This design comes from an exercise in tuning for small area on the open sky130 flow, not from production work.
Function was checked by simulation only, so behaviour that the tests miss may differ from the original.

## median_pressure_fan_regulator
module median_pressure_fan_regulator
#(
  parameter int unsigned SAMPLES = 10
) (
  input  logic                  clk_i,
  input  logic                  rst_ni,
  input  logic                  cfg_we_i,
  input  logic [1:0]            cfg_idx_i,
  input  logic [15:0]           cfg_data_i,
  input  logic                  sample_valid_i,
  output logic                  sample_ready_o,
  input  logic signed [15:0]    sample_raw_pressure_i,
  input  logic                  sample_read_ok_i,
  input  logic [15:0]           sample_drive_frequency_i,
  output logic                  result_valid_o,
  input  logic                  result_ready_i,
  output logic signed [8:0]     result_median_pressure_o,
  output logic [15:0]           result_new_frequency_o,
  output logic                  result_command_issued_o,
  output logic                  result_at_target_o
);
For scale: about 1800 cells after synthesis, about 230 flip-flops, roughly 15000 sq um of cells after synthesis.
==> module mpfr_back, before the edit <==
module mpfr_back (
  input  logic                 clk_i,
  input  logic                 rst_ni,
  input  logic                 job_valid_i,
  input  logic [JOB_W-1:0]     job_i,
  output logic                 pop_o,
  input  logic [SET_W-1:0]     setpoint_i,
  input  logic [FREQ_W-1:0]    max_freq_i,
  input  logic [THR_W-1:0]     threshold_i,
  input  logic [UNIT_W-1:0]    unit_i,
  input  logic [BIG_W-1:0]     big_i,
  output logic                 result_valid_o,
  input  logic                 result_ready_i,
  output logic signed [8:0]    result_median_pressure_o,
  output logic [15:0]          result_new_frequency_o,
  output logic                 result_command_issued_o,
  output logic                 result_at_target_o
);
  logic                       b1_valid_q;
  logic [SAMPLE_W-1:0]        med_q;
  logic [FREQ_W-1:0]          freq_q;
  logic                       out_valid_q;
  logic [SAMPLE_W-1:0]        out_med_q;
  logic [FREQ_W-1:0]          out_freq_q;
  logic                       out_issued_q;
  logic                       out_free, b1_adv, b1_load;
  logic [9:0]                 diff, dsum;
  logic                       above, below, far_up, far_dn, far;
  logic                       ge_big, use_big_dn, use_big, low_max, zero, sum_ok, le_max;
  logic [BIG_W-1:0]           step;
  logic [17:0]                sum;
  logic [FREQ_W-1:0]          cmd;
  assign out_free = !out_valid_q || result_ready_i;
  assign b1_adv   = b1_valid_q && out_free;
  assign b1_load  = !b1_valid_q || b1_adv;
  assign pop_o    = job_valid_i && b1_load;
  assign diff   = {2'b0, setpoint_i} - {med_q[8], med_q};
  assign above  = diff[9];
  assign below  = !diff[9] && (diff != 10'd0);
  assign dsum   = diff + {2'b0, threshold_i};
  assign far_up = diff > {2'b0, threshold_i};
  assign far_dn = dsum[9];
  assign far    = above ? far_dn : far_up;
  mpfr_ge #(.W(BIG_W)) u_ge_big (.a ({1'b0, freq_q}), .b (big_i), .ge (ge_big));
  assign use_big_dn = far && ge_big;
  assign use_big    = above ? use_big_dn : far;
  assign step       = use_big ? big_i : BIG_W'(unit_i);
  assign sum = {2'b0, freq_q} + ({1'b0, step} ^ {18{above}}) + 18'(above);
  assign low_max = (max_freq_i[15:7] == '0) && (max_freq_i[6:0] <= 7'd100);
  assign zero    = !(below || above) || (above && !use_big_dn && (sum[17] || low_max));
  mpfr_ge #(.W(18)) u_le (.a ({2'b0, max_freq_i}), .b (sum), .ge (le_max));
  assign cmd     = zero ? '0 : (le_max ? sum[15:0] : max_freq_i);
  always_ff @(posedge clk_i or negedge rst_ni) begin
    if (!rst_ni) begin
      b1_valid_q  <= 1'b0;
      out_valid_q <= 1'b0;
    end else begin
      if (b1_load)  b1_valid_q  <= job_valid_i;
      if (out_free) out_valid_q <= b1_valid_q;
    end
  end
  always_ff @(posedge clk_i) begin
    if (pop_o) begin
      med_q  <= job_i[SAMPLE_W-1:0];
      freq_q <= job_i[SAMPLE_W +: FREQ_W];
    end
    if (b1_adv) begin
      out_med_q    <= med_q;
      out_freq_q   <= cmd;
      out_issued_q <= below || above;
    end
  end
  assign result_valid_o           = out_valid_q;
  assign result_median_pressure_o = out_med_q;
  assign result_new_frequency_o   = out_freq_q;
  assign result_command_issued_o  = out_issued_q;
  assign result_at_target_o       = !out_issued_q;
endmodule
clock: 10.0 ns
lec_check: 0
abc_area: 1
cap_margin: 20
core_margin: 2
core_utilization: 40
cts_cluster_diameter: 100
cts_cluster_size: 25
slew_margin: 20
run.sh (not shown) runs the stock make flow with config.mk's settings and CLKGATE_MAP_FILE= SYNTH_SCRIPT=/design/flow/synth_recipe.tcl, a recipe that flattens the netlist after the stock synthesis.
The starting point passed the timing, design-rule and antenna checks.
Next try:
--- a/flow/design.v
+++ b/flow/design.v
@@ -214,29 +214,28 @@
   logic [FREQ_W-1:0]          freq_q;
   logic                       out_valid_q;
   logic [SAMPLE_W-1:0]        out_med_q;
   logic [FREQ_W-1:0]          out_freq_q;
   logic                       out_issued_q;
   logic                       out_free, b1_adv, b1_load;
-  logic [9:0]                 diff, dsum;
-  logic                       above, below, far_up, far_dn, far;
-  logic                       ge_big, use_big_dn, use_big, low_max, zero, sum_ok, le_max;
+  logic [9:0]                 diff;
+  logic                       above, below, far;
+  logic                       ge_big, use_big_dn, use_big, low_max, zero, le_max;
   logic [BIG_W-1:0]           step;
   logic [17:0]                sum;
   logic [FREQ_W-1:0]          cmd;
   assign out_free = !out_valid_q || result_ready_i;
   assign b1_adv   = b1_valid_q && out_free;
   assign b1_load  = !b1_valid_q || b1_adv;
   assign pop_o    = job_valid_i && b1_load;
-  assign diff   = {2'b0, setpoint_i} - {med_q[8], med_q};
-  assign above  = diff[9];
-  assign below  = !diff[9] && (diff != 10'd0);
-  assign dsum   = diff + {2'b0, threshold_i};
-  assign far_up = diff > {2'b0, threshold_i};
-  assign far_dn = dsum[9];
-  assign far    = above ? far_dn : far_up;
+  assign diff  = {2'b0, setpoint_i} - {med_q[8], med_q};
+  assign above = diff[9];
+  assign below = !diff[9] && (diff != 10'd0);
+  mpfr_add #(.W(10)) u_far (
+    .a (diff ^ {10{above}}), .b (~{2'b0, threshold_i}), .ci (above), .s (), .co (far)
+  );
   mpfr_ge #(.W(BIG_W)) u_ge_big (.a ({1'b0, freq_q}), .b (big_i), .ge (ge_big));
   assign use_big_dn = far && ge_big;
   assign use_big    = above ? use_big_dn : far;
   assign step       = use_big ? big_i : BIG_W'(unit_i);
   assign sum = {2'b0, freq_q} + ({1'b0, step} ^ {18{above}}) + 18'(above);
   assign low_max = (max_freq_i[15:7] == '0) && (max_freq_i[6:0] <= 7'd100);
What happened: Final area fell slightly; global-route usage fell by 0.50 points; worst setup slack gets worse by 0.051 ns; utilization fell by 0.26 points; non-clock buffer count fell by 2.

==> re-timing with driven ports <==
Ports are ideal in the flow. The routed layouts listed here were re-timed in OpenROAD.
Step 1 sets driving cells, clkbuf_16 on the clock port and buf_2 on the other inputs (assumed; they add their load-dependent delay and slew).
Step 2 also shifts input and output timing later by t, the mid clock arrival at the registers, as if the neighbouring blocks saw the same clock.
Slacks: no drivers / after step 1 / after step 2; pairs: no drivers / after step 1.
run | t, ns | setup WS [ns] | worst hold slack (ns) | worst setup path at the end | clock arrival spread, ns
the first run | 0.538 | 0.781 / 0.781 / 0.781 | 0.470 / 0.470 / 0.470 | register to register | 0.025 / 0.025
the second run | 0.536 | 0.730 / 0.730 / 0.730 | 0.460 / 0.460 / 0.460 | register to register | 0.020 / 0.019
After both steps setup and hold are still met in every run listed.
